Source: an optimization exercise on an open RTL-to-GDS flow (aim: small area). Production flows keep margins and buffers that such runs may drop. The RTL was checked by simulation tests, not by an equivalence proof against the original design.

==> flow/design.v (outline; a module is shown in full before it is edited, if it fits) <==
// module fc_neuron_16: 2212 lines
// module full_add: 10 lines
// module half_add: 9 lines
module fc_neuron_16 (
	input logic clk,
	input logic rst,
	input logic valid_in,
	input logic [255:0] data_in,
	output logic [15:0] data_out,
	output logic valid_out
);
  // ...
==> flow/run.sh <==
#!/bin/bash
# synth_recipe.tcl (not shown) runs the flow's synth.tcl, then flattens the netlist and writes it again
# the make line also repeats each setting of config.mk as NAME=value (left out here)
make -C /OpenROAD-flow-scripts/flow DESIGN_CONFIG=/design/flow/config.mk WORK_HOME=/design/flow/orfs CLKGATE_MAP_FILE= SYNTH_SCRIPT=/design/flow/synth_recipe.tcl finish
==> flow/config.mk <==
export PLATFORM = sky130hd
export DESIGN_NAME = fc_neuron_16
export DESIGN_NICKNAME = fc_neuron_16
export VERILOG_FILES = /design/flow/design.v
export SDC_FILE = /design/flow/constraint.sdc
export NUM_CORES = 4
export LEC_CHECK = 0
export CAP_MARGIN = 20
export CORE_MARGIN = 2
export CORE_UTILIZATION = 40
export GPL_TIMING_DRIVEN = 0
export SLEW_MARGIN = 20
export SYNTH_HIERARCHICAL = 1
==> flow/constraint.sdc <==
create_clock -name core_clock -period 8.0 [get_ports {clk}]
set_input_delay 1.6000 -clock core_clock [delete_from_list [all_inputs] [get_ports {clk}]]
set_output_delay 1.6000 -clock core_clock [all_outputs]
set_load 0.01 [all_outputs]
==> flow_summary.ini, run 1 <==
[outcome]
status = no timing/DRC/antenna violations

[critical_path]
crit_family = adder cells
r2r-start = s1_13_1_q$_DFF_P_
cp_max_fo = 3
reg2reg_depth = 14
r2r_end = data_out[2]$_DFF_P_
criticalPathCategory = input port to flip-flop

[route]
drc_errors = 0
first_pass_iters = 5
wl_met1_um = 31900

[cells_and_area]
final_util_pct = 48.4
buffers = 305
clk_share_pct = 0.593
final_common_cell = fa_1
final_area_um2 = 25900

[cts]
cts_buffer_depth = 2
clock_sinks = 50
numCtsBuffers = 5

[global_routing]
grt.busiest_layer = met2
use_met3_pct = 6.34
antenna_found_initial = 0

[floorplan]
io_pins = 276

[timing]
finalSetupViolations = 0
fin_ws_ns = 0.111
finalMaxSlewViolations = 0
holdWs_ns = 0.461
period_share_pct = 98.6

[synth]
yosys-top-cells-count = fa_1 (905), inv_1 (199), ha_1 (65)
muxShareOfSynthArea_pct = 0.0522
==> run 2: changes to the inputs <==
--- a/flow/config.mk
+++ b/flow/config.mk
@@ -8,6 +8,5 @@
 export CAP_MARGIN = 20
 export CORE_MARGIN = 2
 export CORE_UTILIZATION = 40
-export GPL_TIMING_DRIVEN = 0
 export SLEW_MARGIN = 20
 export SYNTH_HIERARCHICAL = 1
==> run 2 against run 1 <==
Fmax decreased by 0.39%; area after synthesis unchanged; via count increased by 10%; worst hold slack got worse by 0.0095 ns.
==> flow_summary.ini, run 2 <==
[cells_and_area]
final_cell_mix = fa_1 (867), buf_4 (335), clkdlybuf4s50_1 (255)
top_register = data_out
final_cells = 2692
largest_reg_flops = 16
final_common_cell = fa_1
fill_cells = 4591
layout.nets = 3224
area_delta_synth_final_pct = 31.9
seq_area_um2 = 1000
drive_gt1_share_pct = 20.9
multi_input_area_um2 = 19900

[min_path]
min-delay-start = valid_q$_SDFF_PP0_
hold_class = flip-flop to flip-flop

[synth]
synthFlopType = dfxtp_1
async_flop_share_pct = 0
yosysSeqAreaShare_pct = 4.64
synth_nets = 2585
yosys-top-cells-count = fa_1 (905), inv_1 (199), ha_1 (65)
ys_types = 47
postSynthAreaPerCell_um2 = 15.9
netlist_instances = 1356
netlist_area_um2 = 21600
yosys.area.top_type_share_pct = 83.9
synth.area.top_cells = fa_1 (84%), dfxtp_1 (4.6%), ha_1 (3.8%)
ys_warn_count = 7
ys_seq_elements = 50
yosys.area.top_type = fa_1
synth.most_common_cell = fa_1
synth-edff-count = 0

[timing]
slew_headroom_pct = 28.8
worst_pin_slew_ns = 1.06
skew_ns = 0.00414
hold_violations = 0
finalMaxSlewViolations = 0
period_share_pct = 99.0
layout_min_cycle_time_ns = 7.92
holdWs_ns = 0.451
finalSetupViolations = 0
max_clock_freq_ghz = 0.126

[route]
drc_errors = 0
num_vias = 14300
vias_per_cell = 5.30
first_pass_iters = 5
antenna_left = 0
routedWlPerCell_um = 36.0
first_iter_violations = 1058
routed_wl_um = 97000

[global_routing]
grt_max_degree = 14
use_met3_pct = 6.62
grt_overflow = 0
grt_pass1_wl_um = 132000
met1_usage_pct = 43.1
grt_use_total_pct = 36.0
grt.met2_usage_pct = 61.3
antenna_found_initial = 1
grt_pass1_vias = 17400
grt.busiest_layer = met2

[critical_path]
criticalPathCategory = input port to flip-flop
reg2reg_depth = 12
r2r-start = s1_13_1_q$_DFF_P_
endpoint = s1_23_0_q$_DFF_P_
r2r_end = data_out[9]$_DFF_P_
worstPathArrival_ns = 8.09
reg2reg_slack_ns = 4.05
cp_max_fo = 2
worstPathRequired_ns = 8.17
critPathLaunch = data_in[101]
start_kind = input port
critPathCaptureType = flip-flop

[cts]
cts_tree = done
cts-root-buf = clkbuf_16
worstSkewPairLatency_ns = 0.29
clock_sinks = 50
numCtsBuffers = 5
htreeDepth = 2
path_clk_slew_ns = 0.06
cts_buffer_depth = 2

[job]
max_cap_violations = 0

[outcome]
status = no timing/DRC/antenna violations

[place]
placedCellCount = 2683
io_buffers = 275
place_congestion = 1.08
dp_hpwl_um = 94000

[floorplan]
initial_core_util_pct = 40.3
fp.dieW_um = 236
row_count = 85
coreArea_um2 = 53600
die_h_um = 236
io_pins = 276
dieArea_um2 = 55800
-- run 2: changes by cell type in the layout (fill, tap and decap cells not counted), sizes merged --
cell           delta
clkinv            -1
diode             +1
clkdlybuf4s50    +76
clkdlybuf4s15    -10
inv               -2
dlymetal6s2s     -32
dlygate4sd2      -30
clkbuf            -3
buf             +331
-- run 2: kinds of logic (layout without fill, tap and decap cells) --
group | Yosys count | in the layout | synth area share, %
adder cells (fa/ha/maj) | 972 | 972 | 87.8
flip-flops | 50 | 50 | 4.64
other | 0 | 1 | 0
AND/OR/NAND/NOR | 65 | 65 | 1.61
multiplexers | 1 | 1 | 0.0522
buffers and inverters | 203 | 842 | 3.60
XOR/XNOR | 13 | 13 | 0.527
AO/OA/AOI/OAI | 52 | 52 | 1.78
-- run 2: area by class of cell --
cell class	instances	share of cell area [%]
multi-input combinational	1103	70.1
timing repair buffer	635	20.2
sequential	50	3.52
tap	696	3.06
inverter	200	2.64
clock buffer	7	0.466
antenna	1	0.00879
-- run 2: Yosys stat by module, one instance, submodules excluded --
module | times used | flip-flops and latches | cells inside | cell area, um2
full_add | 904 | 0 | 1 | 20.0
half_add | 51 | 0 | 1 | 12.5
fc_neuron_16 | 1 | 50 | 401 | 2850
-- run 2: worst min-delay path by stage --
stage	end	slack (ns)	cells after the start
2_1_floorplan	valid_out$_SDFF_PP0_	0.41	1
3_3_place_gp	valid_out$_SDFF_PP0_	0.43	1
3_5_place_dp	valid_out$_SDFF_PP0_	0.45	1
4_1_cts	valid_out$_SDFF_PP0_	0.46	1
5_1_grt	valid_out$_SDFF_PP0_	0.48	1
6_report	valid_out$_SDFF_PP0_	0.45	1
-- run 2: critical path, cell delays in order --
cell	delay [ns]
clkdlybuf4s50_1	0.60
ha_2	0.40
fa_1	0.53
fa_1	0.46
fa_2	0.37
fa_1	0.40
inv_1	0.09
fa_1	0.43
fa_1	0.49
inv_1	0.05
fa_1	0.50
inv_1	0.06
fa_1	0.48
inv_1	0.05
fa_1	0.38
fa_1	0.39
fa_1	0.39
fa_1	0.42
-- run 2: stage by stage --
stage	utilization [%]	setup WS, ns	cell area (um2)	setup TNS, ns
2_1_floorplan	-	0.480	21600	0
3_3_place_gp	52.5	-0.470	28200	-1.73
3_5_place_dp	52.5	-0.468	28200	-1.90
4_1_cts	52.8	0.00133	28300	0
5_1_grt	53.1	-0.00395	28500	-0.00395
6_report	53.1	0.0801	28500	0
-- run 2: metal layers --
layer  routed length, um  vias up
li1                    -     5365
met1               34700     7965
met2               48900      711
met3                6200      219
met4                7220        0
met5                   0        -
-- run 2: what timing repair did --
item / in CTS / in global routing
pin swaps: 0 / 7
buffers inserted: 0 / 1
hold buffers: 0 / 0
gates cloned: 0 / 0
gates resized for setup: 17 / 51
endpoints found under the setup margin: 4 / 5
==> run 3: changes to the inputs <==
==> flow/flow/run.sh (new file) <==
#!/bin/bash
set -euo pipefail
export BUFFER_PORTS_ARGS="-buffer_cell sky130_fd_sc_hd__buf_2"
bash standard.sh > standard.log 2>&1
==> flow/standard.sh (new file) <==
#!/bin/bash
# synth_recipe.tcl (not shown) runs the flow's synth.tcl, then flattens the netlist and writes it again
# the make line also repeats each setting of config.mk as NAME=value (left out here)
make -C /OpenROAD-flow-scripts/flow DESIGN_CONFIG=/design/flow/config.mk WORK_HOME=/design/flow/orfs CLKGATE_MAP_FILE= SYNTH_SCRIPT=/design/flow/synth_recipe.tcl "${@:-finish}"
--- a/flow/config.mk
+++ b/flow/config.mk
@@ -8,5 +8,6 @@
 export CAP_MARGIN = 20
 export CORE_MARGIN = 2
 export CORE_UTILIZATION = 40
+export GPL_TIMING_DRIVEN = 0
 export SLEW_MARGIN = 20
 export SYNTH_HIERARCHICAL = 1
removed: flow/run.sh
==> run 3 against run 2 <==
Routed wire length shrank 13%; utilization shrank 8.3 points; die area is the same; non-clock buffer count shrank 357; register-to-register slack gained 0.54 ns; via count shrank 8.0%; setup slack gained 0.12 ns; global-route usage shrank 4.8 points; worst hold slack gained 0.0084 ns; area after synthesis is the same.
==> flow_summary.ini, run 3 <==
[floorplan]
die_h_um = 236
fp.dieW_um = 236
dieArea_um2 = 55800
coreArea_um2 = 53600
initial_core_util_pct = 40.3
io_pins = 276
row_count = 85

[synth]
synth-edff-count = 0
yosys.area.top_type = fa_1
yosys.area.top_type_share_pct = 83.9
postSynthAreaPerCell_um2 = 15.9
synthAdderAreaFrac_pct = 87.8
yosys-top-cells-count = fa_1 (905), inv_1 (199), ha_1 (65)
synth_top_family_by_area = adder cells
ys_seq_elements = 50
yosys.area_share.xor_xnor_pct = 0.527
synth.most_common_cell = fa_1
yosysSeqAreaShare_pct = 4.64
synth_nets = 2585
synth_compound_area_share_pct = 1.78
ys_warn_count = 7
netlist_area_um2 = 21600
ys_types = 47
muxShareOfSynthArea_pct = 0.0522
netlist_instances = 1356
synth.area.top_cells = fa_1 (84%), dfxtp_1 (4.6%), ha_1 (3.8%)
async_flop_share_pct = 0
synthFlopType = dfxtp_1
synthSimpleGateAreaFrac_pct = 1.61

[timing]
period_share_pct = 97.5
layout_min_cycle_time_ns = 7.80
finalSetupViolations = 0
max_clock_freq_ghz = 0.128
hold_violations = 0
fin_ws_ns = 0.198
rsz0062_at_grt = false
skew_ns = 0.00450
slew_headroom_pct = 49.8
worst_pin_slew_ns = 0.750
finalMaxSlewViolations = 0
setup_tns_ns = 0

[cts]
cts_resized = 0
cts_buffer_depth = 2
hold_buffers = 0
clock_sinks = 50
cts-root-buf = clkbuf_16
htreeDepth = 2
path_clk_slew_ns = 0.07
cts_tree = done
worstSkewPairLatency_ns = 0.31
numCtsBuffers = 5
cts_setup_buffers = 0

[cells_and_area]
multi_input_area_um2 = 19800
final_area_um2 = 24000
fill_cells = 4897
final_cell_mix = fa_1 (904), buf_2 (275), inv_1 (199)
top_register = data_out
final_common_cell = fa_1
largest_reg_flops = 16
layout.nets = 2867
drive_gt1_share_pct = 18.1
final_cells = 2336
seq_area_um2 = 1000
final_util_pct = 44.8
area_delta_synth_final_pct = 11.3

[route]
first_iter_violations = 1101
routed_wl_um = 84200
vias_per_cell = 5.62
drc_errors = 0
routedWlPerCell_um = 36.0
num_vias = 13100
first_pass_iters = 6
antenna_left = 0

[critical_path]
worstPathArrival_ns = 7.99
start_kind = input port
criticalPathCategory = input port to flip-flop
critPathCaptureType = flip-flop
worstPathRequired_ns = 8.19
cp_max_fo = 4

[global_routing]
grt_max_degree = 18
antenna_found_initial = 2
grt_use_total_pct = 31.2
grt_pass1_vias = 15500
grt_pass1_wl_um = 116000
grt_overflow = 0

[place]
place_congestion = 1.06
dp_hpwl_um = 80400
placedCellCount = 2327
dp_slack_ns = -0.275
placed_cell_area_um2 = 23800
io_buffers = 275

[min_path]
hold_class = flip-flop to flip-flop

[job]
max_cap_violations = 0

[outcome]
status = no timing/DRC/antenna violations
run 3: modules after synthesis, one instance, submodules excluded:
module / flip-flops and latches / cell area, um2
fc_neuron_16: 50 / 2850
half_add: 0 / 12.5
full_add: 0 / 20.0
run 3: through the flow:
step | hold slack (ns)
3_3_place_gp | 0.431
3_5_place_dp | 0.454
4_1_cts | 0.468
6_report | 0.460
5_1_grt | 0.479
2_1_floorplan | 0.414
run 3: cell families (layout without fill, tap and decap cells):
group,count (synthesis),count (layout)
DFF,50,50
muxes,1,1
and+or+nand+nor,65,65
buffers and inverters,203,486
xor gates and xnor gates,13,13
AOI/OAI and AO/OA,52,52
adders and majority gates,972,972
other,0,1
run 3: layout make-up:
type                       instances  area share (%)
buffer                             3           0.109
timing repair buffer             275            5.73
inverter                         200            3.13
tap                              696            3.63
multi-input combinational       1103            82.5
antenna                            1          0.0104
clock buffer                       5           0.521
clock inverter                     3           0.203
sequential                        50            4.17
run 3: critical path, cell delays in order:
cell,delay [ns]
buf_2,0.16
ha_1,0.21
fa_1,0.38
fa_2,0.35
fa_1,0.67
fa_1,0.55
fa_1,0.62
fa_1,0.46
fa_1,0.42
fa_1,0.39
fa_1,0.39
fa_1,0.50
fa_1,0.44
fa_1,0.40
fa_1,0.43
run 3: routing by layer:
layer,share of wire (%),GRT usage [%],vias to the layer above
met5,0.015,0,-
met4,6.5,16.7,2
li1,-,-,4632
met3,8.2,6.65,209
met2,50,52.2,756
met1,35,38.2,7525
run 3: worst paths after layout:
path	slack [ns]	to	depth (start not counted)	start
min	0.46	valid_out$_SDFF_PP0_	1	valid_q$_SDFF_PP0_
max reg2reg	4.59	data_out[6]$_DFF_P_	13	s1_13_1_q$_DFF_P_
min reg2reg	0.46	valid_out$_SDFF_PP0_	1	valid_q$_SDFF_PP0_
max	0.20	s1_23_0_q$_DFF_P_	15	data_in[164]

-- separate check: timing with driven ports --
Ports are ideal in the flow. The routed layouts listed here were re-timed in OpenROAD. Step 1 assumes that a clkbuf_16 drives the clock port and a buf_2 every other input. Step 2 times the ports against the registers' clock, not the clock port: input delays grow and output delays shrink by t, the midpoint of the rising clock arrivals with the driver on. Three values: ideal, step 1, step 2; two values: the first two.
run | t, ns | setup WS [ns] | worst setup path after step 2 | latest minus earliest clock arrival (ns) | worst data-port slew with drivers (ns)
run 1 | 0.335 | 0.111 / 0.132 / -0.203 | input to register | 0.008 / 0.007 | 0.08
run 2 | 0.329 | 0.080 / 0.094 / -0.235 | input to register | 0.004 / 0.005 | 0.07
run 3 | 0.343 | 0.198 / 0.218 / -0.125 | input to register | 0.004 / 0.004 | 0.08
With both steps, setup timing fails in every run listed, where it was met with ideal ports. For run 3, which loses most, drivers alone change the setup slack by +0.020 ns; drivers and shift together by -0.323 ns.
